Context: an optimization exercise on an open-source flow, tuned for small area. The choices shown serve that exercise and are no tape-out recipe.
Only simulation tests tie the RTL to the original design; equivalence was not proved.
Power and IR drop assume default switching activity.

## job 9080
==> flow/design.v <==
package reg_file_pkg;
  localparam int DATA_W = 32;
  localparam int ADDR_W = 5;
  localparam logic [ADDR_W-1:0] REG_ZERO = 5'd0;
  localparam logic [ADDR_W-1:0] REG_SP   = 5'd29;
  localparam logic [ADDR_W-1:0] REG_RA   = 5'd31;
endpackage
module reg_file_rport
#(
  parameter int DW = reg_file_pkg::DATA_W
) (
  input  logic [30:0]      i_sel,    
  input  logic [31*DW-1:0] i_regs,   
  output logic [DW-1:0]    o_rdata
);
  for (genvar b = 0; b < DW; b++) begin : g_bit
    logic [9:0] nhit;   
    for (genvar k = 0; k < 10; k++) begin : g_tri
      reg_file_aoi222 u_tri (
        .a1 (i_sel[3*k]),   .a2 (i_regs[(3*k)*DW + b]),
        .b1 (i_sel[3*k+1]), .b2 (i_regs[(3*k+1)*DW + b]),
        .c1 (i_sel[3*k+2]), .c2 (i_regs[(3*k+2)*DW + b]),
        .y  (nhit[k])
      );
    end
    reg_file_rcomb u_comb (
      .i_nhit (nhit),
      .i_sel  (i_sel[30]),
      .i_reg  (i_regs[30*DW + b]),
      .o_y    (o_rdata[b])
    );
  end
endmodule
module reg_file_aoi222 (
  input  logic a1, a2, b1, b2, c1, c2,
  output logic y
);
  assign y = ~((a1 & a2) | (b1 & b2) | (c1 & c2));
endmodule
module reg_file_rcomb (
  input  logic [9:0] i_nhit,
  input  logic       i_sel,
  input  logic       i_reg,
  output logic       o_y
);
  assign o_y = ~(&i_nhit) | (i_sel & i_reg);
endmodule
module reg_file
#(
  parameter int DATA_W = reg_file_pkg::DATA_W,
  parameter int ADDR_W = reg_file_pkg::ADDR_W
) (
  input  logic              i_clk,
  input  logic              i_rst,
  input  logic [ADDR_W-1:0] i_raddr_a,
  input  logic [ADDR_W-1:0] i_raddr_b,
  input  logic              i_we,
  input  logic [ADDR_W-1:0] i_waddr,
  input  logic [DATA_W-1:0] i_wdata,
  output logic [DATA_W-1:0] out_a,
  output logic [DATA_W-1:0] out_b,
  output logic [31:0]       wr_cnt
);
  localparam int DEPTH = 2**ADDR_W;
  logic [(DEPTH-1)*DATA_W-1:0] regs_q;          
  logic [DEPTH-1:1]            wsel;            
  logic [DEPTH-1:1]            valid_q;         
  logic [DEPTH-2:0]            sel_a, sel_b;    
  logic [31:0]                 wr_cnt_q;
  logic                        wr_valid;
  assign wr_valid = i_we && (i_waddr != reg_file_pkg::REG_ZERO);
  for (genvar g = 1; g < DEPTH; g++) begin : g_reg
    logic [DATA_W-1:0] data_q;
    logic              valid;
    assign wsel[g] = i_we && (i_waddr == g);
    always_ff @(posedge i_clk) begin
      if (wsel[g]) data_q <= i_wdata;
    end
    always_ff @(posedge i_clk or posedge i_rst) begin
      if (i_rst)        valid <= 1'b0;
      else if (wsel[g]) valid <= 1'b1;
    end
    assign regs_q[(g-1)*DATA_W +: DATA_W] = data_q;
    assign valid_q[g]  = valid;
    assign sel_a[g-1]  = valid && (i_raddr_a == g);
    assign sel_b[g-1]  = valid && (i_raddr_b == g);
  end
  always_ff @(posedge i_clk or posedge i_rst) begin
    if (i_rst)         wr_cnt_q <= '0;
    else if (wr_valid) wr_cnt_q <= wr_cnt_q + 32'd1;
  end
  assign wr_cnt = wr_cnt_q;
  reg_file_rport #(.DW(DATA_W)) u_rport_a (
    .i_sel   (sel_a),
    .i_regs  (regs_q),
    .o_rdata (out_a)
  );
  reg_file_rport #(.DW(DATA_W)) u_rport_b (
    .i_sel   (sel_b),
    .i_regs  (regs_q),
    .o_rdata (out_b)
  );
endmodule
Settings: LEC_CHECK=0, CAP_MARGIN=20, CORE_MARGIN=2, CORE_UTILIZATION=55, SETUP_SLACK_MARGIN=0.1, SLEW_MARGIN=20, SYNTH_HIERARCHICAL=1, SYNTH_MINIMUM_KEEP_SIZE=0; clock period 6.0 ns.
standard.sh (not shown) runs the stock make flow with config.mk's settings and CLKGATE_MAP_FILE= SYNTH_SCRIPT=/design/flow/synth_recipe.tcl, a recipe that flattens the netlist after the stock synthesis.
==> flow/flow/run.sh <==
#!/bin/bash
# Layout flow: the standard ORFS flow (standard.sh, unchanged synthesis) with two
# changes to how the layout is made:
#  - ports are buffered with buf_1 instead of the default delay-buffer cell,
#  - clock tree synthesis inserts no dummy loads.
# make's full output goes to make.log here; ORFS's own per-step logs stay under orfs/logs.
set -euo pipefail
bash standard.sh \
  "BUFFER_PORTS_ARGS=-buffer_cell sky130_fd_sc_hd__buf_1" \
  "CTS_ARGS=-sink_clustering_enable -repair_clock_nets -dont_use_dummy_load" \
  finish > make.log 2>&1
> inputs changed (job 9080 -> job 9190)
==> flow/run.sh (new file) <==
#!/bin/bash
# synth_recipe.tcl (not shown) runs the flow's synth.tcl, then flattens the netlist and writes it again
# the make line also repeats each setting of config.mk as NAME=value (left out here)
make -C /OpenROAD-flow-scripts/flow DESIGN_CONFIG=/design/flow/config.mk WORK_HOME=/design/flow/orfs CLKGATE_MAP_FILE= SYNTH_SCRIPT=/design/flow/synth_recipe.tcl finish
--- a/flow/config.mk
+++ b/flow/config.mk
@@ -8,6 +8,7 @@
 export CAP_MARGIN = 20
 export CORE_MARGIN = 2
-export CORE_UTILIZATION = 55
-export SETUP_SLACK_MARGIN = 0.1
+export CORE_UTILIZATION = 50
+export CTS_BUF_LIST = sky130_fd_sc_hd__clkbuf_4 sky130_fd_sc_hd__clkbuf_8
+export SETUP_SLACK_MARGIN = 0.2
 export SLEW_MARGIN = 20
 export SYNTH_HIERARCHICAL = 1
removed: flow/flow/run.sh
removed: flow/standard.sh
[summary]
- Share of total power in the clock network up 2.0 points in job 9190 wrt job 9080
- As of job 9190, die area had risen by a little under 10% compared to job 9080.
- Job 9190 has non-clock buffer count above what job 9080 had.
- Summary — final standard cell area without fillers, job 9190 relative to job 9080: higher, by 2000 sq um.
- Job 9190 vs job 9080, wire length reported by the detailed router went down by 2.2%.
- In job 9190 the multi-input gate share of the layout cell area turned out 0.82 points lower than in job 9080.
### job 9190 -> job 9090
==> flow/flow/run.sh (new file) <==
#!/bin/bash
# Layout flow: the standard ORFS flow (standard.sh, unchanged synthesis) with these
# changes to how the layout is made:
#  - ports are buffered with buf_1 instead of the default delay-buffer cell,
#  - clock tree synthesis uses clkbuf_4 with small sink clusters and inserts no dummy loads.
# make's full output goes to make.log here; ORFS's own per-step logs stay under orfs/logs.
set -euo pipefail
bash standard.sh \
  "BUFFER_PORTS_ARGS=-buffer_cell sky130_fd_sc_hd__buf_1" \
  "CTS_ARGS=-sink_clustering_enable -repair_clock_nets -dont_use_dummy_load -buf_list sky130_fd_sc_hd__clkbuf_4 -sink_clustering_size 10 -sink_clustering_max_diameter 45" \
  finish > make.log 2>&1
==> flow/standard.sh (new file) <==
#!/bin/bash
# synth_recipe.tcl (not shown) runs the flow's synth.tcl, then flattens the netlist and writes it again
# the make line also repeats each setting of config.mk as NAME=value (left out here)
make -C /OpenROAD-flow-scripts/flow DESIGN_CONFIG=/design/flow/config.mk WORK_HOME=/design/flow/orfs CLKGATE_MAP_FILE= SYNTH_SCRIPT=/design/flow/synth_recipe.tcl "${@:-finish}"
==> flow/config.mk <==
export PLATFORM = sky130hd
export DESIGN_NAME = reg_file
export DESIGN_NICKNAME = reg_file
export VERILOG_FILES = /design/flow/design.v
export SDC_FILE = /design/flow/constraint.sdc
export NUM_CORES = 4
export LEC_CHECK = 0
export CAP_MARGIN = 0
export CORE_MARGIN = 2
export CORE_UTILIZATION = 65
export SETUP_SLACK_MARGIN = 0.1
export SLEW_MARGIN = 0
export SYNTH_HIERARCHICAL = 1
export SYNTH_MINIMUM_KEEP_SIZE = 0
removed: flow/run.sh
### Flow results
Summary of job 9090 over job 9190: combinational group share of total power was more or less identical; final clock period utilization by the worst path down 9.6 points; timing-limited maximum frequency rose by 11%.
Between job 9190 and job 9090, starting density of the core increased.
Job 9090: clock latency on the worst-skew pair 0.23 ns above job 9190
For the number of gates resized after cts, job 9090 came in 3 lower than job 9190 did.
Going from job 9190 to job 9090, final HPWL from detailed placement fell by about 6%; total power decreased 20%.

-- port drivers added, routing unchanged --
The results above use ideal ports. As a check the final layouts listed here were re-extracted and re-timed, cells and wires unchanged. Step 1, drivers: a clkbuf_16 drives i_clk and a buf_2 each remaining input, both assumed. Step 2 adds t to the input delays and takes it off the output delays; t is the mean of the earliest and latest rising clock arrival at the registers after step 1. Input paths then give back, and output paths get back, about the clock's delay inside the block. a / b / c = ideal ports / drivers / drivers and shift; a / b = the first two.
| run | t (ns) | setup slack, ns | latest minus earliest clock arrival (ns) | worst register clock-pin slew, ns |
|---|---|---|---|---|
| job 9080 | 0.730 | 0.677 / 0.620 / 0.620 | 0.049 / 0.049 | 0.07 / 0.07 |
| job 9190 | 0.897 | 0.062 / 0.037 / 0.037 | 0.036 / 0.036 | 0.07 / 0.07 |
| job 9090 | 1.103 | 0.636 / 0.613 / 0.613 | 0.079 / 0.079 | 0.11 / 0.11 |
After both steps every run listed still meets setup and hold. For job 9080, which loses most, drivers alone change the setup slack by -0.057 ns; drivers and shift together by -0.057 ns.
